Background: an optimization exercise with open tools, aiming at small area, a short achievable clock period and few clock cycles per item. Do not read the settings as production practice. Only simulation tests tie the RTL to the original design; equivalence was not proved. Power and IR drop assume default switching activity.

--- flow/run.sh ---
#!/bin/bash
# synth_recipe.tcl (not shown) runs the flow's synth.tcl, then flattens the netlist and writes it again
# the make line also repeats each setting of config.mk as NAME=value (left out here)
make -C /OpenROAD-flow-scripts/flow DESIGN_CONFIG=/design/flow/config.mk WORK_HOME=/design/flow/orfs CLKGATE_MAP_FILE= SYNTH_SCRIPT=/design/flow/synth_recipe.tcl finish
--- flow/config.mk ---
export PLATFORM = sky130hd
export DESIGN_NAME = wheel_pulse_rate_remapper
export DESIGN_NICKNAME = wheel_pulse_rate_remapper
export VERILOG_FILES = /design/flow/design.v
export SDC_FILE = /design/flow/constraint.sdc
export NUM_CORES = 4
export LEC_CHECK = 0
export CAP_MARGIN = 20
export CORE_MARGIN = 2
export CORE_UTILIZATION = 40
export SETUP_SLACK_MARGIN = 4.5
export SLEW_MARGIN = 20
--- flow/constraint.sdc ---
create_clock -name core_clock -period 8.0 [get_ports {clk_i}]
set_input_delay 1.6000 -clock core_clock [delete_from_list [all_inputs] [get_ports {clk_i}]]
set_output_delay 1.6000 -clock core_clock [all_outputs]
set_load 0.01 [all_outputs]
--- flow/design.v ---
module wprr_remap (
  input  logic        clk_i,
  input  logic        rst_ni,
  input  logic        start_i,        
  input  logic        cfg_i,          
  input  logic        keep_i,         
  input  logic        drop_i,         
  input  logic [11:0] wheel_i,
  input  logic [31:0] interval_i,
  output logic        idle_o,         
  output logic        final_o,        
  output logic        busy_o,         
  output logic [9:0]  quotient_o,
  output logic [31:0] interval_o
);
  typedef enum logic [1:0] {
    R_DONE,
    R_MUL,
    R_DIV,
    R_KEEP
  } remap_state_e;
  remap_state_e state_q;
  logic         cfg_q;           
  logic [3:0]   cnt_q;
  logic [1:0]   dig_q;
  logic [40:0]  acc_q;           
  logic         neg_q;           
  logic [30:0]  den_q;           
  logic [9:0]   quo_q;           
  logic [31:0]  ival_q;
  logic [18:0]  mcand_q;         
  logic [15:0]  wden_q;          
  logic [1:0]   skip_q;          
  logic [1:0]   skip_in;         
  logic         cfgp_q;          
  logic         final_q;         
  logic         last_q;          
  logic         protect, cfg_go;
  logic [11:0]  w_src;
  assign protect = keep_i && !cfg_q && (state_q != R_DONE);
  assign cfg_go  = cfgp_q && !protect;
  assign w_src   = ival_q[11:0];
  assign skip_in = (w_src <= 12'd1422) ? 2'd2 : (w_src <= 12'd2844) ? 2'd1 : 2'd0;
  function automatic logic [21:0] clamp22(input logic [31:0] v);
    clamp22 = (v[31:22] != '0) ? 22'h3fffff : v[21:0];
  endfunction
  function automatic logic [3:0] top_pair(input logic [21:0] v);
    top_pair = 4'd0;
    for (int j = 1; j < 11; j++) begin
      if (v[2*j +: 2] != 2'b00) top_pair = 4'(j);
    end
  endfunction
  logic [21:0] ic_in, ic_q;
  logic [3:0]  tp_in, cnt_m1;
  assign ic_in  = clamp22(interval_i);
  assign ic_q   = clamp22(ival_q);
  assign tp_in  = top_pair(ic_in);
  assign cnt_m1 = cnt_q - 4'd1;
  logic [18:0] mul_m;
  logic [10:0] den_t;
  logic [21:0] lo_sum;
  logic [19:0] hi_inc;
  logic [40:0] acc_mul;
  logic [30:0] den_mul;
  logic        last_add;
  assign mul_m   = mcand_q;        
  assign lo_sum  = {1'b0, acc_q[18:0], 2'b00} + (dig_q[1] ? {2'b00, mul_m, 1'b0} : 22'd0)
                                              + (dig_q[0] ? {3'b000, mul_m} : 22'd0);
  assign hi_inc  = acc_q[38:19] + 20'd1;
  assign acc_mul = {lo_sum[21] ? hi_inc : acc_q[38:19], lo_sum[20:0]};
  always_comb begin
    unique case (dig_q)
      2'd0: den_t = 11'd0;
      2'd1: den_t = cfg_q ? 11'd9  : 11'd500;
      2'd2: den_t = cfg_q ? 11'd18 : 11'd1000;
      default: den_t = cfg_q ? 11'd27 : 11'd1500;
    endcase
  end
  assign last_add = last_q;
  assign den_mul  = {den_q[28:0], 2'b00} + 31'(den_t) + (last_add ? 31'(wden_q) : 31'd0);
  logic [32:0] p2, rem_n;
  assign p2    = {neg_q, acc_q[40:10], acc_q[9]};
  logic [32:0] dx;
  logic [33:0] rsum;
  assign dx    = {2'b00, den_q} ^ {33{!neg_q}};
  assign rsum  = {p2, 1'b1} + {dx, !neg_q};
  assign rem_n = rsum[33:1];
  always_ff @(posedge clk_i or negedge rst_ni) begin
    if (!rst_ni) begin
      state_q <= R_DONE;
      cfg_q   <= 1'b0;
      cnt_q   <= '0;
      mcand_q <= 19'd424800;      
      wden_q  <= 16'd21240;       
      skip_q  <= 2'd1;
      cfgp_q  <= 1'b0;
      final_q <= 1'b0;
      last_q  <= 1'b0;
    end else begin
    last_q <= 1'b0;
    if (cfg_go) begin
      cfgp_q  <= 1'b0;
      state_q <= R_MUL;
      cfg_q   <= 1'b1;
      cnt_q   <= 4'd5;
      mcand_q <= 19'd90 << skip_in;
      skip_q  <= skip_in;
    end else if (start_i) begin
      state_q <= R_MUL;
      cfg_q   <= 1'b0;
      final_q <= 1'b0;
      cnt_q   <= tp_in;
      last_q  <= (tp_in == 4'd0);
    end else begin
      unique case (state_q)
        R_MUL: begin
          if (cnt_q == 4'd0) begin
            if (cfg_q) begin
              state_q <= R_KEEP;
            end else begin
              state_q <= R_DIV;
              cnt_q   <= 4'd9 - 4'(skip_q);
            end
          end else begin
            cnt_q  <= cnt_m1;
            last_q <= !cfg_q && (cnt_q == 4'd1);
          end
        end
        R_DIV: begin
          if (cnt_q == 4'd0) begin
            state_q <= R_DONE;
            final_q <= 1'b1;
          end
          cnt_q <= cnt_m1;
        end
        R_KEEP: begin
          state_q <= R_DONE;
          cfg_q   <= 1'b0;
          mcand_q <= acc_q[18:0];
          wden_q  <= den_q[15:0];
        end
        default: ;
      endcase
      if (drop_i && !cfg_q) state_q <= R_DONE;
    end
    if (cfg_i) cfgp_q <= 1'b1;
    end
  end
  always_ff @(posedge clk_i) begin
    if (cfg_i) ival_q <= {20'd0, wheel_i};
    if (cfg_go) begin
      dig_q  <= w_src[11:10];
      acc_q  <= '0;
      den_q  <= '0;
    end else if (start_i) begin
      if (!cfg_i) ival_q <= interval_i;
      dig_q  <= ic_in[2*tp_in +: 2];
      acc_q  <= '0;
      den_q  <= '0;
      neg_q  <= 1'b0;
      quo_q  <= '0;
    end else if (state_q == R_MUL) begin
      acc_q  <= acc_mul;
      den_q  <= den_mul;
      dig_q  <= ic_q[2*cnt_m1 +: 2];    
    end else if (state_q == R_DIV) begin
      acc_q  <= {rem_n[30:0], acc_q[8:0], 1'b0};
      neg_q  <= rem_n[32];
      if (!rem_n[32]) quo_q[cnt_q] <= 1'b1;
    end
  end
  assign idle_o     = (state_q == R_DONE) && !cfgp_q;
  assign final_o    = final_q;
  assign busy_o     = (state_q != R_DONE) && !cfg_q && !cfgp_q;
  assign quotient_o = quo_q;
  assign interval_o = ival_q;
endmodule
module wheel_pulse_rate_remapper (
  input  logic        clk_i,
  input  logic        rst_ni,
  input  logic        s_axis_tvalid,
  output logic        s_axis_tready,
  input  logic [7:0]  s_axis_tdata,
  output logic        m_axis_tvalid,
  input  logic        m_axis_tready,
  output logic [39:0] m_axis_tdata,
  input  logic        cfg_valid_i,
  output logic        cfg_ready_o,
  input  logic [2:0]  cfg_index_i,
  input  logic [31:0] cfg_data_i
);
  localparam int QCNT_W = 5;
  localparam logic [QCNT_W-1:0] QCNT_LIM = QCNT_W'(28);
  logic [15:0] slow_q;
  logic [9:0]  debounce_q;
  logic [15:0] idle_q;
  logic [7:0]  pulse_q;
  logic [21:0] hold_q;
  assign cfg_ready_o = 1'b1;
  always_ff @(posedge clk_i or negedge rst_ni) begin
    if (!rst_ni) begin
      slow_q     <= 16'd383;
      debounce_q <= 10'd100;
      idle_q     <= 16'd4000;
      pulse_q    <= 8'd2;
      hold_q     <= 22'd900000;
    end else if (cfg_valid_i) begin
      case (cfg_index_i)
        3'd1: slow_q     <= cfg_data_i[15:0];
        3'd2: debounce_q <= cfg_data_i[9:0];
        3'd3: idle_q     <= cfg_data_i[15:0];
        3'd4: pulse_q    <= cfg_data_i[7:0];
        3'd5: hold_q     <= cfg_data_i[21:0];
        default: ;
      endcase
    end
  end
  logic        q_done;       
  logic        q_final;      
  logic        qnext_q;      
  logic        orph_q;       
  logic        q_busy, q_drop_ok;
  logic        b_go, b_edge, blue;
  logic [1:0]  occ_q;                  
  logic        ent0_q, ent1_q;         
  logic        tready_q;
  logic [31:0] sr_q;                   
  logic        e_q;                    
  logic [QCNT_W-1:0] k_q;              
  logic [QCNT_W-1:0] k2_q;             
  logic        in_fire, h_edge, a_go, q_full;
  logic [1:0]  occ_d;
  assign s_axis_tready = tready_q;
  assign in_fire = tready_q && s_axis_tvalid;
  assign h_edge  = ent0_q && (sr_q > {22'd0, debounce_q});
  assign q_full  = e_q ? (k2_q >= QCNT_LIM) : (k_q >= QCNT_LIM);
  logic q_drop_ok_q;
  always_ff @(posedge clk_i or negedge rst_ni) begin
    if (!rst_ni) q_drop_ok_q <= 1'b0;
    else q_drop_ok_q <= q_busy && qnext_q && !e_q && f0_q && !lwhi_q && (sw_q[31:10] == '0) &&
                        (now_q[31:5] != '1) &&
                        (({1'b0, sw_q[9:0]} + {6'd0, k_q} + 11'd1) < {1'b0, q_val});
  end
  assign q_drop_ok = q_drop_ok_q && qnext_q && q_busy;
  assign a_go    = (occ_q != 2'd0) && !(h_edge && (e_q || (!q_done && !q_drop_ok))) && !q_full;
  assign occ_d   = occ_q + 2'(in_fire) - 2'(a_go);
  always_ff @(posedge clk_i or negedge rst_ni) begin
    if (!rst_ni) begin
      occ_q    <= '0;
      ent0_q   <= 1'b0;
      ent1_q   <= 1'b0;
      tready_q <= 1'b1;
    end else begin
      occ_q    <= occ_d;
      tready_q <= (occ_d != 2'd2);
      if (a_go) begin
        ent0_q <= (occ_q == 2'd2) ? ent1_q : s_axis_tdata[0];
        if (in_fire) ent1_q <= s_axis_tdata[0];
      end else if (in_fire) begin
        if (occ_q == 2'd0) ent0_q <= s_axis_tdata[0];
        else               ent1_q <= s_axis_tdata[0];
      end
    end
  end
  always_ff @(posedge clk_i or negedge rst_ni) begin
    if (!rst_ni) begin
      sr_q <= '0;
    end else if (a_go) begin
      sr_q <= h_edge ? 32'd1 : sr_q + 32'd1;
    end
  end
  logic [9:0]  q_val;
  logic [31:0] q_meas;
  wprr_remap u_remap (
    .clk_i      (clk_i),
    .rst_ni     (rst_ni),
    .start_i    (a_go && h_edge),
    .cfg_i      (cfg_valid_i && (cfg_index_i == 3'd0)),
    .keep_i     (qnext_q),
    .drop_i     (b_go && b_edge && blue),
    .wheel_i    (cfg_data_i[11:0]),
    .interval_i (sr_q),
    .idle_o     (q_done),
    .final_o    (q_final),
    .busy_o     (q_busy),
    .quotient_o (q_val),
    .interval_o (q_meas)
  );
  logic out_valid_q, out_free;
  logic b_known;
  logic e_old_q;
  assign out_free = !out_valid_q || m_axis_tready;
  assign b_edge   = (k_q == '0) && e_q;
  assign b_go     = out_free && (k_q != '0 || (e_q && e_old_q)) && b_known;
  logic [QCNT_W-1:0] k_inc, k_dec, k2_inc;
  logic              a_plain;
  assign k_inc   = k_q + 1'b1;
  assign k_dec   = k_q - 1'b1;
  assign k2_inc  = k2_q + 1'b1;
  assign a_plain = a_go && !h_edge;
  always_ff @(posedge clk_i or negedge rst_ni) begin
    if (!rst_ni) begin
      e_q  <= 1'b0;
      k_q  <= '0;
      k2_q <= '0;
    end else begin
      if (b_go && b_edge) begin
        e_q  <= 1'b0;
        k_q  <= a_go ? k2_inc : k2_q;
        k2_q <= '0;
      end else begin
        if (a_go && h_edge) e_q <= 1'b1;
        if (e_q) begin
          k_q  <= b_go ? k_dec : k_q;
          k2_q <= a_go ? k2_inc : k2_q;
        end else begin
          k_q  <= (b_go == a_plain) ? k_q : (b_go ? k_dec : k_inc);
        end
      end
    end
  end
  logic [31:0] now_q, sw_q, meas_q;
  logic [21:0] next_q;
  logic [7:0]  pl_q;
  logic [1:0]  lamp_q;
  logic        level_q, first_q;
  logic        fnp_q;    
  logic        f0_q;     
  logic [9:0]  lwlo_q;   
  logic        lwhi_q;   
  logic        pend, use_q, fire;
  logic        mgt_slow_q;    
  logic        ge_slow_q;     
  logic        ge_slow_now, ge_slow_inc;
  logic        now_max, sw_max;
  logic [31:0] sw_inc;
  logic        eq_next, eq_q;
  logic        fq, q_le_sw, q_wrap, fq_known;
  logic        fnp_cur, eq_cur;
  logic        hold_carry;
  logic        fnp_fired, f0_fired;
  logic        fnp_kept, f0_kept;
  logic        lvl_f, lvl_n, level;
  logic [7:0]  pl_f, pl_n;
  assign q_le_sw = (sw_q[31:10] != '0) || (sw_q[9:0] >= q_val);
  assign q_wrap  = lwhi_q && (({1'b0, lwlo_q} + {1'b0, q_val}) >= 11'h400);
  assign fq      = f0_q ? (q_wrap || q_le_sw) : (q_wrap && q_le_sw);
  assign fq_known = q_final || (f0_q && !lwhi_q && !q_le_sw);
  assign pend    = b_edge || first_q;
  assign blue    = b_edge && mgt_slow_q && ge_slow_q;
  assign ge_slow_now = (sw_q >= {16'd0, slow_q});
  assign ge_slow_inc = sw_max ? (slow_q == '0) : (ge_slow_now || (sw_inc == {16'd0, slow_q}));
  assign use_q   = b_edge && !blue;
  assign fnp_cur = orph_q ? 1'b0 : (qnext_q ? fq : fnp_q);
  assign eq_cur  = qnext_q ? eq_q : eq_next;
  assign fire    = !pend ? fnp_cur : (use_q ? fq : f0_q);
  assign b_known = (use_q || (!pend && qnext_q)) ? fq_known : 1'b1;
  assign now_max = &now_q;
  assign sw_max  = &sw_q;
  assign sw_inc  = sw_q + 32'd1;
  assign eq_next = (sw_inc == {10'd0, next_q});
  assign eq_q    = (sw_inc == {22'd0, q_val});
  assign hold_carry = ({1'b0, now_q[21:0]} + {1'b0, hold_q}) >= 23'h400000 && (&now_q[31:22]);
  assign fnp_fired  = (hold_q == 22'd1) || (!now_max && ((hold_q == 22'd0) || hold_carry));
  assign f0_fired   = !now_max;
  assign fnp_kept = !pend ? (eq_cur || (!now_max && fnp_cur)) : (use_q ? eq_q : sw_max);
  assign f0_kept  = sw_max || (!now_max && f0_q);
  assign lvl_f = (pulse_q != '0);
  assign pl_f  = lvl_f ? pulse_q - 8'd1 : 8'd0;
  assign lvl_n = (pl_q != '0);
  assign pl_n  = lvl_n ? pl_q - 8'd1 : 8'd0;
  assign level = fire ? lvl_f : lvl_n;
  always_ff @(posedge clk_i or negedge rst_ni) begin
    if (!rst_ni) begin
      now_q       <= '0;
      sw_q        <= '0;
      meas_q      <= '0;
      next_q      <= 22'd999999;
      pl_q        <= '0;
      lamp_q      <= 2'd0;
      level_q     <= 1'b0;
      first_q     <= 1'b1;
      out_valid_q <= 1'b0;
      fnp_q       <= 1'b0;
      f0_q        <= 1'b1;
      lwlo_q      <= '0;
      lwhi_q      <= 1'b0;
      qnext_q     <= 1'b0;
      orph_q      <= 1'b0;
      mgt_slow_q  <= 1'b0;
      e_old_q     <= 1'b0;
      ge_slow_q   <= 1'b0;
    end else begin
      mgt_slow_q <= (q_meas > {16'd0, slow_q});
      e_old_q    <= e_q && !(b_go && b_edge);
      ge_slow_q  <= !b_go ? ge_slow_now : (fire ? (slow_q <= 16'd1) : ge_slow_inc);
      if (out_free) out_valid_q <= b_go;
      if (b_go) begin
        first_q <= 1'b0;
        now_q   <= now_q + 32'd1;
        sw_q    <= fire ? 32'd1 : sw_inc;
        if (b_edge) meas_q <= q_meas;
        next_q  <= fire ? hold_q : ((use_q || (!pend && qnext_q)) ? {12'd0, q_val} :
                                    (!pend ? next_q : 22'd0));
        qnext_q <= !fire && (use_q || (!pend && qnext_q)) && !q_final;
        pl_q    <= fire ? pl_f : pl_n;
        level_q <= level;
        if (pend)                            lamp_q <= blue ? 2'd1 : 2'd2;
        else if (sw_q > {16'd0, idle_q})     lamp_q <= 2'd0;
        fnp_q   <= fire ? fnp_fired : fnp_kept;
        f0_q    <= fire ? f0_fired : f0_kept;
        if (fire) begin
          lwlo_q <= now_q[9:0];
          lwhi_q <= &now_q[31:10];
        end
        if (pend) orph_q <= 1'b0;
      end else if (qnext_q && q_final) begin
        next_q  <= {12'd0, q_val};
        fnp_q   <= fq;
        qnext_q <= 1'b0;
      end
      if (a_go && h_edge && !q_done) begin
        qnext_q <= 1'b0;
        orph_q  <= 1'b1;
      end
    end
  end
  assign m_axis_tvalid = out_valid_q;
  assign m_axis_tdata  = {5'd0, meas_q, lamp_q, level_q};
endmodule
==> summary.txt, run 1 <==
Fraction of final layout cells sized beyond drive strength 1: 16.78%
First-pass GRT wire length: 133.3 mm
Clock Root Buffer: sky130_fd_sc_hd__clkbuf_16
Detail Route Antenna Nets: 0
Drt via density: 5.588
Worst reg2reg startpoint: u_remap.dig_q[1]
Starting density of the core: 40.53%
Worst clock skew: 39.52 ps
Power per Cell Area: 413.7 nW/um^2
Total of max-cap violations: 0
Global Route met3 Usage: 2.831%
Final setup violation count: 0
Cell count of the worst reg-to-reg path: 18
Final weighted congestion in routability-driven placement: 0.8952
Capture instance of the worst register-to-register path: u_remap.acc_q[38]
Final Cycle Share: 46.70%
Static power due to leakage: 14.88 nW
Hold Path Depth: 2
Min-Delay Startpoint: u_remap.ival_q[26]
Async set or reset register ratio after synthesis: 73.04%
Number of sinks on the clock net: 434
Skew-Pair Late Insertion Delay: 630 ps
Via Count: 23972
Setup repair after global routing missed its margin: true
Post-route setup slack: 4264 ps
Final HPWL from detailed placement: 55.51 mm
Clock buffer count from CTS: 53
Syn Area/Cell: 8.873 sq um
FP Rows: 97
Number of storage elements in the synthesis netlist: 434
Critical path endpoint category: flip-flop
Pre-CTS WS: 3346 ps
Die area: 73350 sq um
Tmin final: 3736 ps
Worst supply voltage drop on vdd: 0.2397 mV
I/O pin cnt: 91
P&R area growth vs syn: 19.14%
GRT overflow: 0
Global routing usage on met2: 36.42%
Core outline area: 70270 sq um
Maximum clock frequency: 0.2676 GHz
Vertical die dimension: 270.8 microns
Number of buffer cells added on primary ports: 67
GR peak layer: met2
Clock transition time at the flip-flop clock pins of the worst setup and hold paths: 60 ps
Total length of routed wires: 83.69 mm
Distinct cells, synth: 90
Class of the tightest hold or removal check: flip-flop to flip-flop
Maximum number of pins on one net before global-route repair: 142
Worst slew margin relative to its limit: 23.77%
Required arrival time at the worst endpoint: 8510 ps
CP arrival: 4240 ps
Violation count after the first detailed-route iteration: 1472
Cell count after synthesis: 3210
Setup total negative slack: 0 ps
Number of slew-limit violations in the final report: 0
Placed standard-cell area: 30070 sq um
Number of H-tree levels: 2
Netlist area before placement: 28480 sq um
GRT Total Usage: 22.54%
Via count of the first global-routing pass: 23463
Die Width: 270.8 microns
Buffer depth of the longest clock path: 3
Actual slew at the worst max-slew pin: 1137 ps
Most frequent standard cell in the layout excluding fill and tap cells: sky130_fd_sc_hd__nand2_1
Nets: 3595
Number of warning messages in the yosys log: 2
Most frequently used flop master after synthesis: sky130_fd_sc_hd__dfrtp_1
DRC: 0
Final number of hold-violating endpoints: 0
Startpoint-to-endpoint class of the critical path: flip-flop to flip-flop
Antenna violations before repair: 1
Sequential cell area fraction in the yosys report: 36.81%
Highest net fanout along the worst path: 6
Routed length per placed instance: 19.51 microns
Number of fill cells in the layout: 6578
Final standard cell area without fillers: 33930 sq um
Share of the core filled with cells in the final layout: 48.29%
Final-layout worst hold slack: 457.9 ps
Router iterations before antenna repair: 7
Capture endpoint of the worst hold path: meas_q[26]
CTS tree: yes
Commonest non-fill, non-tap cells in the layout: sky130_fd_sc_hd__nand2_1 (400), sky130_fd_sc_hd__dfrtp_1 (236), sky130_fd_sc_hd__nor2_1 (202), sky130_fd_sc_hd__o21ai_0 (202), sky130_fd_sc_hd__ha_1 (193)
Routing usage on met1: 31.52%
Post-synth EDFFs: 13
Setup crit start kind: flip-flop
Register-to-Register Setup Slack: 4260 ps
Status: complete, no violations
critical path, cell delays in order (launching register included):
cell	delay [ps]
sky130_fd_sc_hd__edfxtp_1	330
sky130_fd_sc_hd__buf_6	140
sky130_fd_sc_hd__buf_12	140
sky130_fd_sc_hd__nand2_4	50
sky130_fd_sc_hd__fa_1	540
sky130_fd_sc_hd__inv_2	60
sky130_fd_sc_hd__ha_4	210
sky130_fd_sc_hd__a211o_1	340
sky130_fd_sc_hd__a2111oi_4	340
sky130_fd_sc_hd__nor3_2	120
sky130_fd_sc_hd__o2111ai_2	310
sky130_fd_sc_hd__a41oi_4	170
sky130_fd_sc_hd__buf_6	170
sky130_fd_sc_hd__nand3_4	160
sky130_fd_sc_hd__buf_4	150
sky130_fd_sc_hd__nor2_2	30
sky130_fd_sc_hd__xor2_1	130
sky130_fd_sc_hd__o22ai_1	160
sky130_fd_sc_hd__nor2_1	60
report_power, final:
group          switching, W  internal, W
Combinational       0.00425      0.00356
Clock               0.00103      0.00144
Sequential         0.000812      0.00294
flip-flops by register name (all words and copies together) (netlist names), 16 cells and up:
register         flops
hold_q              22
idle_q              16
meas_q              32
next_q              22
now_q               32
slow_q              16
sr_q                32
sw_q                32
u_remap.acc_q       41
u_remap.den_q       31
u_remap.ival_q      32
u_remap.mcand_q     19
u_remap.wden_q      16
area by class of cell:
cell class,instances,area (sq um),share of cell area (%)
Antenna cell,1,2.502,0.007375
Clock buffer,84,1603,4.724
Clock inverter,15,182.7,0.5384
Inverter,182,688.2,2.028
Multi-Input combinational cell,2449,17880,52.70
Sequential cell,434,10510,30.96
Tap cell,940,1176,3.466
Timing Repair Buffer,185,1889,5.568
metal layers:
| layer | up-vias | share of wire (%) |
|---|---|---|
| met5 | - | 0 |
| met1 | 11745 | 47 |
| met3 | 146 | 4.7 |
| li1 | 11509 | - |
| met2 | 572 | 46 |
| met4 | 0 | 2.6 |
stage by stage:
| step | power [W] | instances |
|---|---|---|
| 6_report | 0.01404 | 4290 |
| 5_1_grt | 0.01515 | 4289 |
| 4_1_cts | 0.01360 | 4266 |
| 3_5_place_dp | 0.01040 | 4094 |
| 3_3_place_gp | 0.01031 | 4094 |
| 2_1_floorplan | 0.008731 | 3214 |
synthesized netlist by cell type (13+ instances only):
cell type	number	area, sq um
sky130_fd_sc_hd__nor4_1	31	193.9
sky130_fd_sc_hd__a211oi_1	33	247.7
sky130_fd_sc_hd__clkbuf_1	119	446.7
sky130_fd_sc_hd__fa_1	31	620.6
sky130_fd_sc_hd__ha_1	211	2640
sky130_fd_sc_hd__mux2_2	71	799.5
sky130_fd_sc_hd__inv_1	182	683.2
sky130_fd_sc_hd__mux2i_1	45	450.4
sky130_fd_sc_hd__a21oi_1	188	940.9
sky130_fd_sc_hd__buf_1	13	48.80
sky130_fd_sc_hd__and3_1	39	244.0
sky130_fd_sc_hd__o21a_1	28	210.2
sky130_fd_sc_hd__nand2_1	413	1550
sky130_fd_sc_hd__nand3_1	93	465.5
sky130_fd_sc_hd__a31oi_1	23	143.9
sky130_fd_sc_hd__dfrtp_1	254	6356
sky130_fd_sc_hd__a22o_1	17	148.9
sky130_fd_sc_hd__o21ai_0	218	1091
sky130_fd_sc_hd__xnor2_1	159	1393
sky130_fd_sc_hd__dfstp_2	63	1655
sky130_fd_sc_hd__and2_1	32	200.2
sky130_fd_sc_hd__xor2_1	101	884.6
sky130_fd_sc_hd__dfxtp_1	104	2082
sky130_fd_sc_hd__nor3_1	58	290.3
sky130_fd_sc_hd__nand2b_1	30	187.7
sky130_fd_sc_hd__a21o_1	55	412.9
sky130_fd_sc_hd__nor2_1	221	829.6
sky130_fd_sc_hd__nor2b_1	42	262.8
sky130_fd_sc_hd__edfxtp_1	13	390.4
sky130_fd_sc_hd__nand4_1	55	344.1
sky130_fd_sc_hd__o31ai_1	37	277.8
repair_timing:
action / 4_1_cts / 5_1_grt
cloned: 8 / 1
buffers inserted: 65 / 22
pin swaps: 88 / 57
resized for setup: 175 / 109
endpoints found under the hold margin: 0 / 0
hold buffers: 0 / 0
endpoints found under the setup margin: 267 / 165
logic make-up (layout without fill, tap and decap cells):
logic type / count (synthesis) / in the layout / synth area share [%]
and+or+nand+nor: 1084 / 1085 / 18.17
xor gates and xnor gates: 260 / 260 / 7.995
adders and majority gates: 242 / 242 / 11.45
buffers and inverters: 334 / 466 / 4.551
DFF: 434 / 434 / 36.81
AOI/OAI and AO/OA: 733 / 735 / 16.22
other: 2 / 7 / 0.02637
muxes: 121 / 121 / 4.784
worst max-delay path by stage:
stage	from	end	slack, ps	cells after the start
final	u_remap.dig_q[1]	u_remap.acc_q[38]	4260	18
after global routing	u_remap.dig_q[1]	u_remap.acc_q[26]	4120	18
after CTS	u_remap.dig_q[1]	u_remap.acc_q[32]	4300	17
after detailed placement	sr_q[26]	u_remap.mcand_q[9]	3350	10
after global placement	u_remap.dig_q[0]	u_remap.acc_q[39]	3460	14
after floorplan	u_remap.dig_q[0]	u_remap.acc_q[39]	4370	17
Testbench counts, summed over its fixed seeds: cycles 8,885, items 8,000.
==> run 2: changes to the inputs <==
--- a/flow/config.mk
+++ b/flow/config.mk
@@ -5,8 +5,8 @@
 export SDC_FILE = /design/flow/constraint.sdc
 export NUM_CORES = 4
 export LEC_CHECK = 0
-export CAP_MARGIN = 20
+export CAP_MARGIN = 10
 export CORE_MARGIN = 2
 export CORE_UTILIZATION = 40
 export SETUP_SLACK_MARGIN = 4.5
-export SLEW_MARGIN = 20
+export SLEW_MARGIN = 10
==> run 2 against run 1 <==
Effect of this change: still clean; area after synthesis unchanged; first-iteration DRC count up 3.2%; register-to-register slack about the same; non-clock buffer count up 1; clock skew down 0.72 ps; critical path depth unchanged; clock power about the same; die area unchanged; critical endpoint unchanged; largest power group unchanged.
==> summary.txt, run 2 <==
Number of H-tree levels: 2 (unchanged)
First-pass GRT wire length: 133.3 mm (unchanged)
Most frequently used flop master after synthesis: sky130_fd_sc_hd__dfrtp_1
Most frequent standard cell in the layout excluding fill and tap cells: sky130_fd_sc_hd__nand2_1
Final HPWL from detailed placement: 55.51 mm (unchanged)
Startpoint-to-endpoint class of the critical path: flip-flop to flip-flop
Number of storage elements in the synthesis netlist: 434 (unchanged)
Final weighted congestion in routability-driven placement: 0.8952 (unchanged)
Nets: 3596 (+0.028%)
Share of power burned in the clock network: 17.6% (about the same)
Post-synth EDFFs: 13 (unchanged)
Vertical die dimension: 270.8 microns (unchanged)
Worst slew margin relative to its limit: 25.08% (+1.3 points)
Skew-Pair Late Insertion Delay: 630 ps (about the same)
Starting density of the core: 40.53% (unchanged)
Hold buffer count at cts: 0 (unchanged)
Antenna violations before repair: 1 (unchanged)
Clock Root Buffer: sky130_fd_sc_hd__clkbuf_16
Number of slew-limit violations in the final report: 0 (unchanged)
Power per Cell Area: 413.3 nW/um^2 (about the same)
Total of max-cap violations: 0 (unchanged)
Setup total negative slack: 0 ps (unchanged)
Number of buffer cells added on primary ports: 67 (unchanged)
Worst clock skew: 38.80 ps (-0.7224 ps)
Switching power summed over all nets: 0.006087 W (about the same)
Die area: 73350 sq um (unchanged)
Library cell occupying the most area in the post-synthesis netlist: sky130_fd_sc_hd__dfrtp_1
Worst supply voltage drop on vdd: 0.2409 mV (+0.52%)
Die Width: 270.8 microns (unchanged)
Top-area cell type share of the netlist area: 22.32% (unchanged)
Clock buffer count from CTS: 53 (unchanged)
Router iterations before antenna repair: 5 (-2)
Most flop-heavy register: u_remap.acc_q
Flip-flop count of the largest register, all copies and words added: 41 (unchanged)
Sequential cell area fraction in the yosys report: 36.81% (unchanged)
Routed length per placed instance: 19.52 microns (about the same)
FP Rows: 97 (unchanged)
Via count of the first global-routing pass: 23463 (unchanged)
Class of the tightest hold or removal check: flip-flop to flip-flop
Via Count: 23977 (+0.021%)
Static power due to leakage: 14.89 nW (+0.10%)
Setup crit start kind: flip-flop
Critical path endpoint category: flip-flop
Biggest area contributors in the synthesized netlist: sky130_fd_sc_hd__dfrtp_1 (22%), sky130_fd_sc_hd__ha_1 (9.3%), sky130_fd_sc_hd__dfxtp_1 (7.3%)
Number of warning messages in the yosys log: 2 (unchanged)
Pre-CTS WS: 3346 ps (unchanged)
Buffer depth of the longest clock path: 3 (unchanged)
Post-route setup slack: 4275 ps (+10.83 ps)
Async set or reset register ratio after synthesis: 73.04% (unchanged)
Most instantiated library cell after synthesis: sky130_fd_sc_hd__nand2_1
CP arrival: 4230 ps (about the same)
Syn Area/Cell: 8.873 sq um (unchanged)
Drt via density: 5.588 (about the same)
Synth cell count leaders: sky130_fd_sc_hd__nand2_1 (413), sky130_fd_sc_hd__dfrtp_1 (254), sky130_fd_sc_hd__nor2_1 (221)
Internal power summed over all cells: 0.007947 W (about the same)
Clock transition time at the flip-flop clock pins of the worst setup and hold paths: 60 ps (about the same)
Maximum clock frequency: 0.2684 GHz (+0.29%)
Final setup violation count: 0 (unchanged)
Part of the power in registers: 26.7% (about the same)
Commonest non-fill, non-tap cells in the layout: sky130_fd_sc_hd__nand2_1 (400), sky130_fd_sc_hd__dfrtp_1 (236), sky130_fd_sc_hd__nor2_1 (202), sky130_fd_sc_hd__o21ai_0 (202), sky130_fd_sc_hd__ha_1 (193)
Detail Route Antenna Nets: 0 (unchanged)
Number of fill cells in the layout: 6578 (unchanged)
GRT Total Usage: 22.54% (unchanged)
Status: complete, no violations
P&R area growth vs syn: 19.21% (about the same)
Cell count after synthesis: 3210 (unchanged)
Sw frac: 43.37% (about the same)
Total length of routed wires: 83.78 mm (+0.11%)
Highest net fanout along the worst path: 6 (unchanged)
Final number of hold-violating endpoints: 0 (unchanged)
Final Cycle Share: 46.57% (-0.14 points)
I/O pin cnt: 91 (unchanged)
Core outline area: 70270 sq um (unchanged)
Netlist area before placement: 28480 sq um (unchanged)
Required arrival time at the worst endpoint: 8510 ps (about the same)
Number of sinks on the clock net: 434 (unchanged)
DRC: 0 (unchanged)
GRT overflow: 0 (unchanged)
Fraction of final layout cells sized beyond drive strength 1: 16.81% (+0.025 points)
Violation count after the first detailed-route iteration: 1519 (+3.2%)
Actual slew at the worst max-slew pin: 1117 ps (-19.60 ps)
Tmin final: 3725 ps (-10.83 ps)
Setup repair after global routing missed its margin: true
Combinational Power Share: 55.7% (about the same)
CTS tree: yes
Distinct cells, synth: 90 (unchanged)
Maximum number of pins on one net before global-route repair: 142 (unchanged)
[run 2: final timing paths]
check                                         from                 to  slack, ps  cells after the start
min in group asynchronous                   rst_ni            pl_q[5]        900                      1
worst min register to register  u_remap.ival_q[26]         meas_q[26]        460                      2
max in group asynchronous                   rst_ni     u_remap.last_q       5810                      2
worst min-delay path            u_remap.ival_q[26]         meas_q[26]        460                      2
worst max register to register    u_remap.dig_q[1]  u_remap.acc_q[38]       4270                     18
worst max-delay path              u_remap.dig_q[1]  u_remap.acc_q[38]       4270                     18
[run 2: kinds of logic (layout without fill, tap and decap cells)]
| kind of cell | Yosys count | count (layout) | synth area share [%] |
|---|---|---|---|
| XOR/XNOR | 260 | 260 | 7.995 |
| AND/OR/NAND/NOR | 1084 | 1085 | 18.17 |
| buffers and inverters | 334 | 467 | 4.551 |
| other | 2 | 7 | 0.02637 |
| flip-flops | 434 | 434 | 36.81 |
| AO/OA/AOI/OAI | 733 | 735 | 16.22 |
| adder cells (fa/ha/maj) | 242 | 242 | 11.45 |
| multiplexers | 121 | 121 | 4.784 |
[run 2: metal layers]
metal	wire (microns)	vias up	GRT usage, %	part of all wire [%]
met1	38810	11708	31.52	46
met4	1969	0	6.586	2.4
met5	0	-	0	0
met3	4163	143	2.831	5.0
li1	-	11519	-	-
met2	38830	607	36.42	46
[run 2: layout make-up]
| class | count | area, sq um | share of cell area, % |
|---|---|---|---|
| Multi-Input combinational cell | 2449 | 17880 | 52.66 |
| Sequential cell | 434 | 10510 | 30.94 |
| Timing Repair Buffer | 186 | 1914 | 5.638 |
| Clock buffer | 84 | 1603 | 4.721 |
| Tap cell | 940 | 1176 | 3.464 |
| Inverter | 182 | 688.2 | 2.027 |
| Clock inverter | 15 | 182.7 | 0.5380 |
| Antenna cell | 1 | 2.502 | 0.007370 |
[run 2: repair_timing]
item                                    in CTS  in global routing
endpoints found under the setup margin     267                170
pin swaps                                   88                 58
setup buffers                               65                 22
gates cloned                                 8                  2
resized for setup                          175                110
[run 2: critical path, stage by stage (launching register included)]
cell and delay [ps]:
sky130_fd_sc_hd__edfxtp_1 330, sky130_fd_sc_hd__buf_6 140, sky130_fd_sc_hd__buf_12 140, sky130_fd_sc_hd__nand2_4 50, sky130_fd_sc_hd__fa_1 540, sky130_fd_sc_hd__inv_2 60, sky130_fd_sc_hd__ha_4 210, sky130_fd_sc_hd__a211o_1 340
sky130_fd_sc_hd__a2111oi_4 340, sky130_fd_sc_hd__nor3_2 120, sky130_fd_sc_hd__o2111ai_2 300, sky130_fd_sc_hd__a41oi_4 170, sky130_fd_sc_hd__buf_6 170, sky130_fd_sc_hd__nand3_4 170, sky130_fd_sc_hd__buf_4 150, sky130_fd_sc_hd__nor2_2 30
sky130_fd_sc_hd__xor2_1 130, sky130_fd_sc_hd__o22ai_1 160, sky130_fd_sc_hd__nor2_1 60
[run 2: power by group through the flow]
stage	clock network (W)	logic (W)	registers, W
2_1_floorplan	0	0.00529	0.00344
3_3_place_gp	0	0.00652	0.00379
3_5_place_dp	0	0.00661	0.00379
4_1_cts	0.00253	0.00734	0.00373
6_report	0.00247	0.00782	0.00375
5_1_grt	0.00262	0.00869	0.00384
[run 2: through the flow]
step	area [sq um]	instances	power, W	hold slack [ps]	utilization, %
global route	33950	4290	0.01515	486.1	48.31
detailed placement	30070	4094	0.01040	447.8	42.79
finish	33950	4291	0.01403	458.1	48.32
floorplan	28620	3214	0.008731	425.6	-
CTS	33220	4266	0.01360	458.6	47.27
global placement	30070	4094	0.01031	445.2	42.79
==> run 3: changes to the inputs <==
--- a/flow/config.mk
+++ b/flow/config.mk
@@ -5,8 +5,8 @@
 export SDC_FILE = /design/flow/constraint.sdc
 export NUM_CORES = 4
 export LEC_CHECK = 0
-export CAP_MARGIN = 10
+export CAP_MARGIN = 20
 export CORE_MARGIN = 2
-export CORE_UTILIZATION = 40
+export CORE_UTILIZATION = 30
 export SETUP_SLACK_MARGIN = 4.5
-export SLEW_MARGIN = 10
+export SLEW_MARGIN = 20
==> run 3 against run 2 <==
Effect of this change: still clean; count of clock-buffer cells in the layout fell by 10; synthesized cell count stayed put; worst setup slack lost 38 ps; cell area grew 1.4%; final cell count rose by 7.5%; flip-flop and latch count did not move; worst hold slack got worse by 5.8 ps; register-to-register slack worse by 40 ps; sequential share of layout area down 0.43 points; via count shrank 0.17%; power increased by 2.5%; maximum frequency down 1.0%; critical endpoint is now u_remap.acc_q[33].
==> summary.txt, run 3 <==
Status: complete, no violations
Buffer depth of the longest clock path: 3 (unchanged)
Flip-flop count of the largest register, all copies and words added: 41 (unchanged)
Total length of routed wires: 83.38 mm (-0.48%)
Post-synth EDFFs: 13 (unchanged)
Critical path endpoint category: flip-flop
Cell count after synthesis: 3210 (unchanged)
Count of buffering cells on the critical path with inverters included: 4 (-1)
CTS tree: yes
Clock transition time at the flip-flop clock pins of the worst setup and hold paths: 60 ps (about the same)
Maximum clock frequency: 0.2657 GHz (-1.0%)
Capture endpoint of the worst hold path: meas_q[27]
Setup total negative slack: 0 ps (unchanged)
Number of buffer cells added on primary ports: 67 (unchanged)
Number of H-tree levels: 2 (unchanged)
Final setup violation count: 0 (unchanged)
First-pass GRT wire length: 131.1 mm (-1.7%)
Netlist area before placement: 28480 sq um (unchanged)
Setup crit start kind: flip-flop
Worst slew margin relative to its limit: 25.66% (+0.58 points)
GRT overflow: 0 (unchanged)
Cell count of the worst reg-to-reg path: 16 (-2)
Maximum number of pins on one net before global-route repair: 136 (-4.2%)
Worst reg2reg startpoint: u_remap.dig_q[1]
CP arrival: 4270 ps (+40 ps)
Category of cells accounting for the largest share of critical-path delay: compound AO/OA/AOI/OAI gates
Capture instance of the worst register-to-register path: u_remap.acc_q[33]
Actual slew at the worst max-slew pin: 1101 ps (-16.34 ps)
Distinct cells, synth: 90 (unchanged)
Final number of hold-violating endpoints: 0 (unchanged)
Critical Path, Cell by Cell: buf_6, buf_6, nand2_4, fa_1, inv_2, ha_4, a211o_1, a2111oi_4, nor3_4, o2111ai_4, a41oi_4, and4_4, buf_6, nand2_1, o21ai_0, a2111oi_2
Die Width: 312.1 microns (+15%)
GRT Total Usage: 16.50% (-6.0 points)
Async set or reset register ratio after synthesis: 73.04% (unchanged)
Most instantiated library cell after synthesis: sky130_fd_sc_hd__nand2_1
Switching power summed over all nets: 0.006222 W (+2.2%)
Number of diodes: 0 (-1)
Static power due to leakage: 14.87 nW (-0.16%)
Power per Cell Area: 417.8 nW/um^2 (+1.1%)
Most frequently used flop master after synthesis: sky130_fd_sc_hd__dfrtp_1
Share of the core filled with cells in the final layout: 36.41% (-12 points)
Top-area cell type share of the netlist area: 22.32% (unchanged)
DRC: 0 (unchanged)
Skew-Pair Late Insertion Delay: 630 ps (about the same)
Number of fill cells in the layout: 9524 (+45%)
Part of the power in registers: 26.2% (-0.5 points)
Tmin final: 3764 ps (+38.16 ps)
Setup repair after global routing missed its margin: true
Via Count: 23937 (-0.17%)
Final weighted congestion in routability-driven placement: 0.8886 (-0.74%)
Vertical die dimension: 312.1 microns (+15%)
Routed length per placed instance: 18.07 microns (-7.4%)
Sw frac: 43.24% (-0.14 points)
Highest net fanout along the worst path: 4 (-2)
Violation count after the first detailed-route iteration: 1626 (+7.0%)
Fraction of final layout cells sized beyond drive strength 1: 17.65% (+0.84 points)
Antenna violations before repair: 0 (-1)
Combinational Power Share: 56.4% (+0.7 points)
Commonest non-fill, non-tap cells in the layout: sky130_fd_sc_hd__nand2_1 (399), sky130_fd_sc_hd__dfrtp_1 (235), sky130_fd_sc_hd__nor2_1 (204), sky130_fd_sc_hd__o21ai_0 (203), sky130_fd_sc_hd__ha_1 (181)
P&R area growth vs syn: 20.93%
Final-layout worst hold slack: 452.3 ps (-5.841 ps)
Nets: 3596 (unchanged)
Worst clock skew: 47.81 ps (+9.010 ps)
Drt via density: 5.188 (-7.2%)
Most frequent standard cell in the layout excluding fill and tap cells: sky130_fd_sc_hd__nand2_1
Hold buffer count at cts: 0 (unchanged)
Via count of the first global-routing pass: 23137 (-1.4%)
I/O pin cnt: 91 (unchanged)
Detail Route Antenna Nets: 0 (unchanged)
Sequential cell area fraction in the yosys report: 36.81% (unchanged)
FP Rows: 113 (+16%)
Min-Delay Startpoint: u_remap.ival_q[27]
Most Frequent Cell on Critical Path: sky130_fd_sc_hd__buf_6
Number of warning messages in the yosys log: 2 (unchanged)
Starting density of the core: 30.11% (-10 points)
Total power after layout: 0.01439 W (+2.5%)
Total of max-cap violations: 0 (unchanged)
Worst supply voltage drop on vdd: 0.1985 mV (-18%)
Clock Root Buffer: sky130_fd_sc_hd__clkbuf_16
Number of storage elements in the synthesis netlist: 434 (unchanged)
Number of sinks on the clock net: 434 (unchanged)
Cell type of the slowest stage on the worst timing path: sky130_fd_sc_hd__a2111oi_4
Library cell occupying the most area in the post-synthesis netlist: sky130_fd_sc_hd__dfrtp_1
Die area: 97420 sq um (+33%)
Number of slew-limit violations in the final report: 0 (unchanged)
Core outline area: 94590 sq um (+35%)
Startpoint-to-endpoint class of the critical path: flip-flop to flip-flop
Internal power summed over all cells: 0.008169 W (+2.8%)
Biggest area contributors in the synthesized netlist: sky130_fd_sc_hd__dfrtp_1 (22%), sky130_fd_sc_hd__ha_1 (9.3%), sky130_fd_sc_hd__dfxtp_1 (7.3%)
Router iterations before antenna repair: 5 (unchanged)
Hold Path Depth: 2 (unchanged)
Synth cell count leaders: sky130_fd_sc_hd__nand2_1 (413), sky130_fd_sc_hd__dfrtp_1 (254), sky130_fd_sc_hd__nor2_1 (221)
Register-to-Register Setup Slack: 4240 ps (-40 ps)
Class of the tightest hold or removal check: flip-flop to flip-flop
Most flop-heavy register: u_remap.acc_q
Required arrival time at the worst endpoint: 8510 ps (about the same)
Clock buffer count from CTS: 51 (-3.8%)
Share of power burned in the clock network: 17.5% (about the same)
Syn Area/Cell: 8.873 sq um (unchanged)
Delay of the slowest cell on the worst path: 450 ps (-90 ps)
Final Cycle Share: 47.05% (+0.48 points)
Final HPWL from detailed placement: 56.53 mm (+1.8%)
## run 3: logic make-up (layout without fill, tap and decap cells)
| family | count (synthesis) | in the layout | synth area share (%) |
|---|---|---|---|
| muxes | 121 | 121 | 4.784 |
| other | 2 | 6 | 0.02637 |
| DFF | 434 | 434 | 36.81 |
| adders and majority gates | 242 | 242 | 11.45 |
| AOI/OAI and AO/OA | 733 | 734 | 16.22 |
| buffers and inverters | 334 | 467 | 4.551 |
| and+or+nand+nor | 1084 | 1085 | 18.17 |
| xor gates and xnor gates | 260 | 260 | 7.995 |
## run 3: worst max path at each step
stage,from,end,slack (ps),depth (start not counted)
global route,u_remap.dig_q[1],u_remap.acc_q[34],4160,17
floorplan,u_remap.dig_q[0],u_remap.acc_q[39],4370,17
global placement,m_axis_tready,now_q[29],3480,10
detailed placement,m_axis_tready,now_q[29],3450,10
finish,u_remap.dig_q[1],u_remap.acc_q[33],4240,16
CTS,u_remap.neg_q,u_remap.quo_q[7],4240,14
## run 3: area by class of cell
| cell class | count | area (sq um) | area share (%) |
|---|---|---|---|
| sequential | 434 | 10510 | 30.52 |
| tap | 1265 | 1583 | 4.595 |
| timing repair buffer | 189 | 1858 | 5.395 |
| inverter | 182 | 685.7 | 1.991 |
| multi-input combinational | 2448 | 18020 | 52.33 |
| clock inverter | 22 | 316.6 | 0.9191 |
| clock buffer | 74 | 1464 | 4.250 |
## run 3: worst reg2reg max path, stage by stage, from the launching register on
cell	delay, ps
sky130_fd_sc_hd__edfxtp_1	430
sky130_fd_sc_hd__buf_6	160
sky130_fd_sc_hd__buf_6	130
sky130_fd_sc_hd__nand2_4	50
sky130_fd_sc_hd__fa_1	440
sky130_fd_sc_hd__inv_2	90
sky130_fd_sc_hd__ha_4	190
sky130_fd_sc_hd__a211o_1	300
sky130_fd_sc_hd__a2111oi_4	450
sky130_fd_sc_hd__nor3_4	100
sky130_fd_sc_hd__o2111ai_4	270
sky130_fd_sc_hd__a41oi_4	170
sky130_fd_sc_hd__and4_4	240
sky130_fd_sc_hd__buf_6	130
sky130_fd_sc_hd__nand2_1	50
sky130_fd_sc_hd__o21ai_0	100
sky130_fd_sc_hd__a2111oi_2	370
## run 3: power groups by stage
stage | clock, W | combinational (W) | sequential (W)
6_report | 0.00251 | 0.00811 | 0.00376
5_1_grt | 0.00265 | 0.00901 | 0.00385
4_1_cts | 0.00257 | 0.00728 | 0.00374
3_5_place_dp | 0 | 0.00662 | 0.00379
3_3_place_gp | 0 | 0.00653 | 0.00378
2_1_floorplan | 0 | 0.00529 | 0.00344
## run 3: metal layers
layer / share of wire (%) / vias to the layer above / GRT usage, %
met4: 3.2 / 0 / 5.594
met2: 46 / 535 / 26.54
met3: 4.7 / 139 / 2.289
met1: 46 / 11759 / 22.75
li1: - / 11504 / -
met5: 0 / - / 0
## run 3: repair_timing
| action | CTS | global route |
|---|---|---|
| cloned | 3 | 2 |
| gates resized for setup | 137 | 177 |
| setup buffers | 57 | 39 |
| pin swaps | 34 | 108 |
| endpoints found under the setup margin | 301 | 176 |
## run 3: per-stage QoR
| step | setup slack, ps | cell area, sq um | instances |
|---|---|---|---|
| 3_3_place_gp | 3479 | 30460 | 4417 |
| 4_1_cts | 4241 | 33370 | 4573 |
| 6_report | 4236 | 34440 | 4614 |
| 3_5_place_dp | 3448 | 30460 | 4417 |
| 5_1_grt | 4157 | 34440 | 4614 |
| 2_1_floorplan | 4369 | 28620 | 3214 |
==> run 4: changes to the inputs <==
--- a/flow/config.mk
+++ b/flow/config.mk
@@ -7,6 +7,7 @@
 export LEC_CHECK = 0
 export CAP_MARGIN = 20
 export CORE_MARGIN = 2
-export CORE_UTILIZATION = 30
-export SETUP_SLACK_MARGIN = 4.5
+export CORE_UTILIZATION = 35
+export PLACE_DENSITY = 0.7
+export SETUP_SLACK_MARGIN = 4.6
 export SLEW_MARGIN = 20
==> run 4 against run 3 <==
Effect of this change: still clean; worst setup slack better by 20 ps; register-to-register slack gained 20 ps; area after synthesis unchanged; clock skew fell by 21 ps; critical endpoint is now u_remap.acc_q[39]; largest power group unchanged; highest routed layer unchanged.
==> summary.txt, run 4 <==
Final number of hold-violating endpoints: 0 (unchanged)
P&R area growth vs syn: 21.08%
Netlist area before placement: 28480 sq um (unchanged)
Required arrival time at the worst endpoint: 8460 ps (-50 ps)
Setup repair after global routing missed its margin: true
Via count of the first global-routing pass: 23834 (+3.0%)
Clock buffer count from CTS: 49 (-3.9%)
Tmin final: 3743 ps (-20.48 ps)
Placed standard-cell area: 30210 sq um (-0.83%)
Most frequent standard cell in the layout excluding fill and tap cells: sky130_fd_sc_hd__nand2_1
Launch point of the worst path: u_remap.dig_q[0]
First-pass GRT wire length: 129.6 mm (-1.1%)
Internal power summed over all cells: 0.008258 W (+1.1%)
Synth cell count leaders: sky130_fd_sc_hd__nand2_1 (413), sky130_fd_sc_hd__dfrtp_1 (254), sky130_fd_sc_hd__nor2_1 (221)
Async set or reset register ratio after synthesis: 73.04% (unchanged)
DRC: 0 (unchanged)
Share of the core filled with cells in the final layout: 42.81% (+6.4 points)
Most flop-heavy register: u_remap.acc_q
CP arrival: 4200 ps (-70 ps)
Class of the tightest hold or removal check: flip-flop to flip-flop
Maximum clock frequency: 0.2672 GHz (+0.55%)
Cell count after synthesis: 3210 (unchanged)
Biggest area contributors in the synthesized netlist: sky130_fd_sc_hd__dfrtp_1 (22%), sky130_fd_sc_hd__ha_1 (9.3%), sky130_fd_sc_hd__dfxtp_1 (7.3%)
Sequential cell area fraction in the yosys report: 36.81% (unchanged)
Number of fill cells in the layout: 7690 (-19%)
Final HPWL from detailed placement: 54.92 mm (-2.9%)
Nets: 3632 (+1.0%)
Startpoint-to-endpoint class of the critical path: flip-flop to flip-flop
Drt via density: 5.519 (+6.4%)
Sw frac: 42.92% (-0.31 points)
Capture endpoint of the worst hold path: meas_q[26]
Combinational Power Share: 57.1% (+0.7 points)
Final weighted congestion in routability-driven placement: 0.9423 (+6.0%)
I/O pin cnt: 91 (unchanged)
Maximum number of pins on one net before global-route repair: 166 (+22%)
Most instantiated library cell after synthesis: sky130_fd_sc_hd__nand2_1
Highest net fanout along the worst path: 7 (+3)
Skew-Pair Late Insertion Delay: 600 ps (-30 ps)
Most frequently used flop master after synthesis: sky130_fd_sc_hd__dfrtp_1
GRT Total Usage: 19.16% (+2.7 points)
Hold buffer count at cts: 0 (unchanged)
Clock Root Buffer: sky130_fd_sc_hd__clkbuf_16
Xor/xnor share of the synthesized area: 7.995% (unchanged)
Actual slew at the worst max-slew pin: 1038 ps (-62.27 ps)
Number of diodes: 0 (unchanged)
Number of buffer cells added on primary ports: 67 (unchanged)
Post-route setup slack: 4257 ps (+20.48 ps)
Complex-gate fraction of the synthesized area: 16.22% (unchanged)
Top-area cell type share of the netlist area: 22.32% (unchanged)
Number of slew-limit violations in the final report: 0 (unchanged)
Fraction of final layout cells sized beyond drive strength 1: 18.24% (+0.60 points)
Die area: 83670 sq um (-14%)
Clock transition time at the flip-flop clock pins of the worst setup and hold paths: 60 ps (about the same)
Commonest non-fill, non-tap cells in the layout: sky130_fd_sc_hd__nand2_1 (396), sky130_fd_sc_hd__dfrtp_1 (235), sky130_fd_sc_hd__nor2_1 (207), sky130_fd_sc_hd__o21ai_0 (202), sky130_fd_sc_hd__ha_1 (180)
Buffer depth of the longest clock path: 3 (unchanged)
Post-synthesis adder-cell area fraction: 11.45% (unchanged)
Pre-CTS WS: 3362 ps (-85.81 ps)
Flip-flop count of the largest register, all copies and words added: 41 (unchanged)
Core outline area: 80550 sq um (-15%)
Final setup violation count: 0 (unchanged)
Starting density of the core: 35.36% (+5.2 points)
Register-to-Register Setup Slack: 4260 ps (+20 ps)
CTS tree: yes
Post-synth EDFFs: 13 (unchanged)
Vertical die dimension: 289.3 microns (-7.3%)
Total length of routed wires: 82.71 mm (-0.80%)
Share of power burned in the clock network: 16.9% (-0.6 points)
Setup crit start kind: flip-flop
Power per Cell Area: 419.6 nW/um^2 (+0.42%)
Final standard cell area without fillers: 34480 sq um (+0.12%)
Syn Area/Cell: 8.873 sq um (unchanged)
GRT overflow: 0 (unchanged)
Worst supply voltage drop on vdd: 0.2522 mV (+27%)
Distinct cells, synth: 90 (unchanged)
Via Count: 24514 (+2.4%)
Main combinational cell family by area after synthesis: simple AND/OR/NAND/NOR gates
Multiplexer share of the synthesized area: 4.784% (unchanged)
Part of the power in registers: 26.0% (-0.2 points)
Post-synthesis share of cell area spent on and, or, nand and nor gates: 18.17% (unchanged)
Capture instance of the worst register-to-register path: u_remap.acc_q[39]
Final-layout worst hold slack: 453.9 ps (+1.620 ps)
Final Cycle Share: 46.79% (-0.26 points)
Hold Path Depth: 2 (unchanged)
Violation count after the first detailed-route iteration: 1631 (+0.31%)
Total of max-cap violations: 0 (unchanged)
Library cell occupying the most area in the post-synthesis netlist: sky130_fd_sc_hd__dfrtp_1
Cell count of the worst reg-to-reg path: 16 (unchanged)
Antenna violations before repair: 0 (unchanged)
Worst slew margin relative to its limit: 30.77% (+5.1 points)
Routed length per placed instance: 18.62 microns (+3.0%)
Die Width: 289.3 microns (-7.3%)
Worst reg2reg startpoint: u_remap.dig_q[0]
Worst clock skew: 26.60 ps (-21.20 ps)
Router iterations before antenna repair: 7 (+2)
Status: complete, no violations
Static power due to leakage: 15.05 nW (+1.2%)
Detail Route Antenna Nets: 0 (unchanged)
Number of H-tree levels: 2 (unchanged)
Number of sinks on the clock net: 434 (unchanged)
Setup total negative slack: 0 ps (unchanged)
FP Rows: 104 (-8.0%)
Critical path endpoint category: flip-flop
Number of warning messages in the yosys log: 2 (unchanged)
Min-Delay Startpoint: u_remap.ival_q[26]
Number of storage elements in the synthesis netlist: 434 (unchanged)
Switching power summed over all nets: 0.006211 W (-0.18%)
-- run 4: through the flow --
step                total power [W]  instances
floorplan                  0.008779       3214
global placement            0.01024       4209
detailed placement          0.01042       4209
CTS                         0.01387       4395
global route                0.01553       4442
finish                      0.01447       4442
-- run 4: cell type report --
| cell class | count | area [sq um] | share of cell area (%) |
|---|---|---|---|
| Inverter | 182 | 685.7 | 1.988 |
| Clock buffer | 69 | 1401 | 4.064 |
| Multi-Input combinational cell | 2449 | 18020 | 52.27 |
| Clock inverter | 22 | 330.3 | 0.9579 |
| Tap cell | 1060 | 1326 | 3.846 |
| Sequential cell | 434 | 10510 | 30.48 |
| Timing Repair Buffer | 226 | 2207 | 6.400 |
-- run 4: worst max-delay path by stage --
stage,slack (ps),cells past startpoint,endpoint
3_3_place_gp,3390,9,lwlo_q[8]
2_1_floorplan,4370,17,u_remap.acc_q[39]
4_1_cts,4370,13,u_remap.acc_q[27]
3_5_place_dp,3360,9,lwlo_q[7]
5_1_grt,4110,16,u_remap.acc_q[15]
6_report,4260,16,u_remap.acc_q[39]
-- run 4: what timing repair did --
action / CTS / global route
endpoints found under the setup margin: 274 / 247
gates cloned: 7 / 4
buffers inserted: 88 / 43
resized for setup: 195 / 110
endpoints found under the hold margin: 0 / 0
pin swaps: 61 / 52
-- run 4: power groups by stage --
| stage | clock [W] | combinational (W) | sequential (W) |
|---|---|---|---|
| 2_1_floorplan | 0 | 0.00534 | 0.00344 |
| 3_3_place_gp | 0 | 0.00649 | 0.00375 |
| 3_5_place_dp | 0 | 0.00666 | 0.00376 |
| 4_1_cts | 0.00248 | 0.00768 | 0.00371 |
| 5_1_grt | 0.00257 | 0.00912 | 0.00384 |
| 6_report | 0.00244 | 0.00827 | 0.00376 |
-- run 4: per-layer routing --
layer | global-route usage [%] | vias to the layer above | share of wire, %
met5 | 0 | - | 0
met4 | 7.242 | 0 | 3.9
met3 | 3.252 | 197 | 6.2
met2 | 31.21 | 767 | 46
met1 | 25.41 | 11979 | 43
li1 | - | 11571 | -
-- run 4: critical path: stages (launching register included) --
cell and delay (ps):
sky130_fd_sc_hd__edfxtp_1 340, sky130_fd_sc_hd__buf_6 140, sky130_fd_sc_hd__buf_6 100, sky130_fd_sc_hd__nand2_2 60, sky130_fd_sc_hd__fa_1 560, sky130_fd_sc_hd__inv_2 60
sky130_fd_sc_hd__ha_4 210, sky130_fd_sc_hd__a211o_1 300, sky130_fd_sc_hd__a2111oi_4 450, sky130_fd_sc_hd__nor3_4 100, sky130_fd_sc_hd__o2111ai_4 250, sky130_fd_sc_hd__a41oi_4 260
sky130_fd_sc_hd__and4_4 310, sky130_fd_sc_hd__nor2b_4 140, sky130_fd_sc_hd__xnor2_2 140, sky130_fd_sc_hd__o221ai_1 150, sky130_fd_sc_hd__a21oi_1 60
-- run 4: cells by family after synthesis --
group	after synthesis
multiplexers	121
AND/OR/NAND/NOR	1084
buffers and inverters	334
other	2
AO/OA/AOI/OAI	733
XOR/XNOR	260
flip-flops	434
adder cells (fa/ha/maj)	242
==> run 5: changes to the inputs <==
--- a/flow/config.mk
+++ b/flow/config.mk
@@ -8,6 +8,5 @@
 export CAP_MARGIN = 20
 export CORE_MARGIN = 2
 export CORE_UTILIZATION = 35
-export PLACE_DENSITY = 0.7
 export SETUP_SLACK_MARGIN = 4.6
 export SLEW_MARGIN = 20
==> run 5 against run 4 <==
Effect of this change: still clean on timing, DRC and antenna; worst setup slack better by 73 ps; area after synthesis unchanged; sequential power about the same; count of clock-buffer cells in the layout up 16; final cell count down 0.59%; non-clock buffer count down 31; routed wire length down 0.62%; critical path type unchanged; critical endpoint is now u_remap.acc_q[34]; largest cell class unchanged.
==> summary.txt, run 5 <==
Number of sinks on the clock net: 434 (unchanged)
Skew-Pair Late Insertion Delay: 620 ps (+20 ps)
Class of the tightest hold or removal check: flip-flop to flip-flop
Tmin final: 3671 ps (-72.62 ps)
Number of storage elements in the synthesis netlist: 434 (unchanged)
Most frequently used flop master after synthesis: sky130_fd_sc_hd__dfrtp_1
Violation count after the first detailed-route iteration: 1561 (-4.3%)
Clock Root Buffer: sky130_fd_sc_hd__clkbuf_16
Clock transition time at the flip-flop clock pins of the worst setup and hold paths: 60 ps (about the same)
Clock buffer count from CTS: 52 (+6.1%)
Register-to-Register Setup Slack: 4330 ps (+70 ps)
P&R area growth vs syn: 19.38%
Commonest non-fill, non-tap cells in the layout: sky130_fd_sc_hd__nand2_1 (405), sky130_fd_sc_hd__dfrtp_1 (232), sky130_fd_sc_hd__nor2_1 (206), sky130_fd_sc_hd__o21ai_0 (202), sky130_fd_sc_hd__ha_1 (194)
Total of max-cap violations: 0 (unchanged)
Async set or reset register ratio after synthesis: 73.04% (unchanged)
Power per Cell Area: 409.8 nW/um^2 (-2.3%)
Biggest area contributors in the synthesized netlist: sky130_fd_sc_hd__dfrtp_1 (22%), sky130_fd_sc_hd__ha_1 (9.3%), sky130_fd_sc_hd__dfxtp_1 (7.3%)
CP arrival: 4160 ps (-40 ps)
Post-synth EDFFs: 13 (unchanged)
Number of diodes: 0 (unchanged)
FP Rows: 104 (unchanged)
Nets: 3604 (-0.77%)
Number of fill cells in the layout: 7847 (+2.0%)
Via count of the first global-routing pass: 23065 (-3.2%)
Number of warning messages in the yosys log: 2 (unchanged)
Cell count after synthesis: 3210 (unchanged)
Fraction of final layout cells sized beyond drive strength 1: 16.63% (-1.6 points)
Via Count: 23931 (-2.4%)
Final Cycle Share: 45.88% (-0.91 points)
GRT overflow: 0 (unchanged)
I/O pin cnt: 91 (unchanged)
Worst supply voltage drop on vdd: 0.1886 mV (-25%)
Worst reg2reg startpoint: u_remap.dig_q[1]
Netlist area before placement: 28480 sq um (unchanged)
Core outline area: 80550 sq um (unchanged)
Startpoint-to-endpoint class of the critical path: flip-flop to flip-flop
Antenna violations before repair: 0 (unchanged)
CTS tree: yes
Number of slew-limit violations in the final report: 0 (unchanged)
Router iterations before antenna repair: 6 (-1)
Library cell occupying the most area in the post-synthesis netlist: sky130_fd_sc_hd__dfrtp_1
Number of buffer cells added on primary ports: 67 (unchanged)
Required arrival time at the worst endpoint: 8490 ps (+30 ps)
Vertical die dimension: 289.3 microns (unchanged)
Actual slew at the worst max-slew pin: 1086 ps (+47.39 ps)
GRT Total Usage: 19.40% (+0.24 points)
Flip-flop count of the largest register, all copies and words added: 41 (unchanged)
Maximum clock frequency: 0.2724 GHz (+2.0%)
Share of the core filled with cells in the final layout: 42.21% (-0.60 points)
Launch point of the worst path: u_remap.dig_q[1]
Highest net fanout along the worst path: 4 (-3)
Total length of routed wires: 82.20 mm (-0.62%)
Final HPWL from detailed placement: 55.89 mm (+1.8%)
DRC: 0 (unchanged)
Buffer depth of the longest clock path: 3 (unchanged)
Setup crit start kind: flip-flop
Most flop-heavy register: u_remap.acc_q
Drt via density: 5.419 (-1.8%)
First-pass GRT wire length: 130.2 mm (+0.49%)
Distinct cells, synth: 90 (unchanged)
Most frequent standard cell in the layout excluding fill and tap cells: sky130_fd_sc_hd__nand2_1
Static power due to leakage: 14.88 nW (-1.1%)
Cell count of the worst reg-to-reg path: 16 (unchanged)
Routed length per placed instance: 18.61 microns (about the same)
Top-area cell type share of the netlist area: 22.32% (unchanged)
Syn Area/Cell: 8.873 sq um (unchanged)
Pre-CTS WS: 3448 ps (+86.18 ps)
Sequential cell area fraction in the yosys report: 36.81% (unchanged)
Starting density of the core: 35.36% (unchanged)
Worst clock skew: 36.88 ps (+10.27 ps)
Number of H-tree levels: 2 (unchanged)
Capture instance of the worst register-to-register path: u_remap.acc_q[34]
Synth cell count leaders: sky130_fd_sc_hd__nand2_1 (413), sky130_fd_sc_hd__dfrtp_1 (254), sky130_fd_sc_hd__nor2_1 (221)
Setup repair after global routing missed its margin: true
Die area: 83670 sq um (unchanged)
Final setup violation count: 0 (unchanged)
Final number of hold-violating endpoints: 0 (unchanged)
Critical path endpoint category: flip-flop
Setup total negative slack: 0 ps (unchanged)
Maximum number of pins on one net before global-route repair: 144 (-13%)
Post-route setup slack: 4329 ps (+72.62 ps)
Die Width: 289.3 microns (unchanged)
Detail Route Antenna Nets: 0 (unchanged)
Most instantiated library cell after synthesis: sky130_fd_sc_hd__nand2_1
Worst slew margin relative to its limit: 27.35% (-3.4 points)
Critical path endpoint: u_remap.acc_q[34]
Status: complete, no violations
Final weighted congestion in routability-driven placement: 0.8893 (-5.6%)
==> run 5: critical path: stages, from the launching register on <==
cell and delay, ps:
sky130_fd_sc_hd__edfxtp_1 420, sky130_fd_sc_hd__buf_6 140, sky130_fd_sc_hd__nand2_4 40, sky130_fd_sc_hd__fa_1 550
sky130_fd_sc_hd__inv_2 60, sky130_fd_sc_hd__ha_4 210, sky130_fd_sc_hd__a211o_1 340, sky130_fd_sc_hd__a2111oi_4 390
sky130_fd_sc_hd__nor3_4 100, sky130_fd_sc_hd__o2111ai_4 250, sky130_fd_sc_hd__a41oi_4 190, sky130_fd_sc_hd__buf_4 180
sky130_fd_sc_hd__buf_6 110, sky130_fd_sc_hd__nand4_1 110, sky130_fd_sc_hd__xor2_1 170, sky130_fd_sc_hd__a211oi_1 90
sky130_fd_sc_hd__a31o_2 230
==> run 5: area by class of cell <==
type | instances | area (sq um) | area share [%]
multi-input cells | 2449 | 17830 | 52.45
clock buffers | 85 | 1556 | 4.578
well taps | 1060 | 1326 | 3.901
inverters | 182 | 685.7 | 2.017
flip-flops and latches | 434 | 10520 | 30.93
clock inverters | 11 | 135.1 | 0.3974
repair buffers | 195 | 1948 | 5.730
==> run 5: cells by family after synthesis <==
logic type      after synthesis  share of synthesized area (%)
simple gates               1084                          18.17
compound gates              733                          16.22
flops                       434                          36.81
buf+inv                     334                          4.551
xor+xnor                    260                          7.995
fa+ha+maj                   242                          11.45
mux                         121                          4.784
other cells                   2                        0.02637
==> run 5: worst min-delay path by stage <==
stage,startpoint,end,slack (ps),cells past startpoint
global placement,u_remap.ival_q[27],meas_q[27],440,2
finish,u_remap.ival_q[27],meas_q[27],450,2
floorplan,u_remap.ival_q[23],meas_q[23],430,2
detailed placement,u_remap.ival_q[27],meas_q[27],440,2
global route,u_remap.ival_q[24],meas_q[24],480,2
CTS,u_remap.ival_q[27],meas_q[27],450,2
==> run 5: timing repair <==
item	in CTS	in global routing
hold buffers	0	0
gates cloned	5	2
endpoints found under the setup margin	282	214
gates resized for setup	150	112
pin swaps	68	59
setup buffers	54	47
==> run 5: power breakdown <==
part | total [W] | leakage, nW | internal (W) | switching, W
Sequential | 0.00375 | 4.91 | 0.00294 | 0.000803
Combinational | 0.00782 | 9.15 | 0.00358 | 0.00424
Clock | 0.00237 | 0.814 | 0.00139 | 0.000977
Total | 0.0139 | 14.9 | 0.00791 | 0.00602
==> run 5: layer usage <==
| layer | global-route usage, % | share of wire, % | vias up |
|---|---|---|---|
| met2 | 31.92 | 47 | 512 |
| met4 | 5.399 | 2.7 | 0 |
| met1 | 26.84 | 46 | 11774 |
| li1 | - | - | 11525 |
| met3 | 2.260 | 4.4 | 120 |
| met5 | 0 | 0 | - |
==> run 5: metrics by stage <==
step | hold slack (ps) | cell area (sq um) | power [W] | instances
6_report | 451.6 | 34000 | 0.01393 | 4416
5_1_grt | 483.3 | 34000 | 0.01506 | 4416
4_1_cts | 451.3 | 33090 | 0.01350 | 4367
3_5_place_dp | 443.5 | 30240 | 0.01047 | 4212
3_3_place_gp | 441.1 | 30240 | 0.01038 | 4212
2_1_floorplan | 425.6 | 28680 | 0.008779 | 3214

-- port drivers added, routing unchanged --
Ports are ideal in the flow. The routed layouts listed here were re-timed in OpenROAD.
Step 1, drivers: a clkbuf_16 drives clk_i and a buf_2 each remaining input, both assumed.
Step 2 moves the port delays by t, midway between the first and last clock arrival at a register: inputs arrive t later, outputs are due t later. That takes back most of the time a late clock gives input paths.
a / b / c = no drivers / after step 1 / after step 2; a / b = the first two.
run	shift t [ns]	setup WS [ns]	slew at the worst register clock pin (ns)	worst slew at a driven data input, ns
run 1	0.681	4.264 / 4.264 / 3.924	0.07 / 0.07	0.05
run 2	0.681	4.275 / 4.275 / 3.935	0.07 / 0.07	0.05
run 3	0.666	4.236 / 4.236 / 4.003	0.07 / 0.07	0.05
run 4	0.647	4.257 / 4.257 / 4.257	0.06 / 0.06	0.05
run 5	0.663	4.329 / 4.329 / 4.300	0.06 / 0.06	0.05
After both steps every run listed still meets setup and hold.
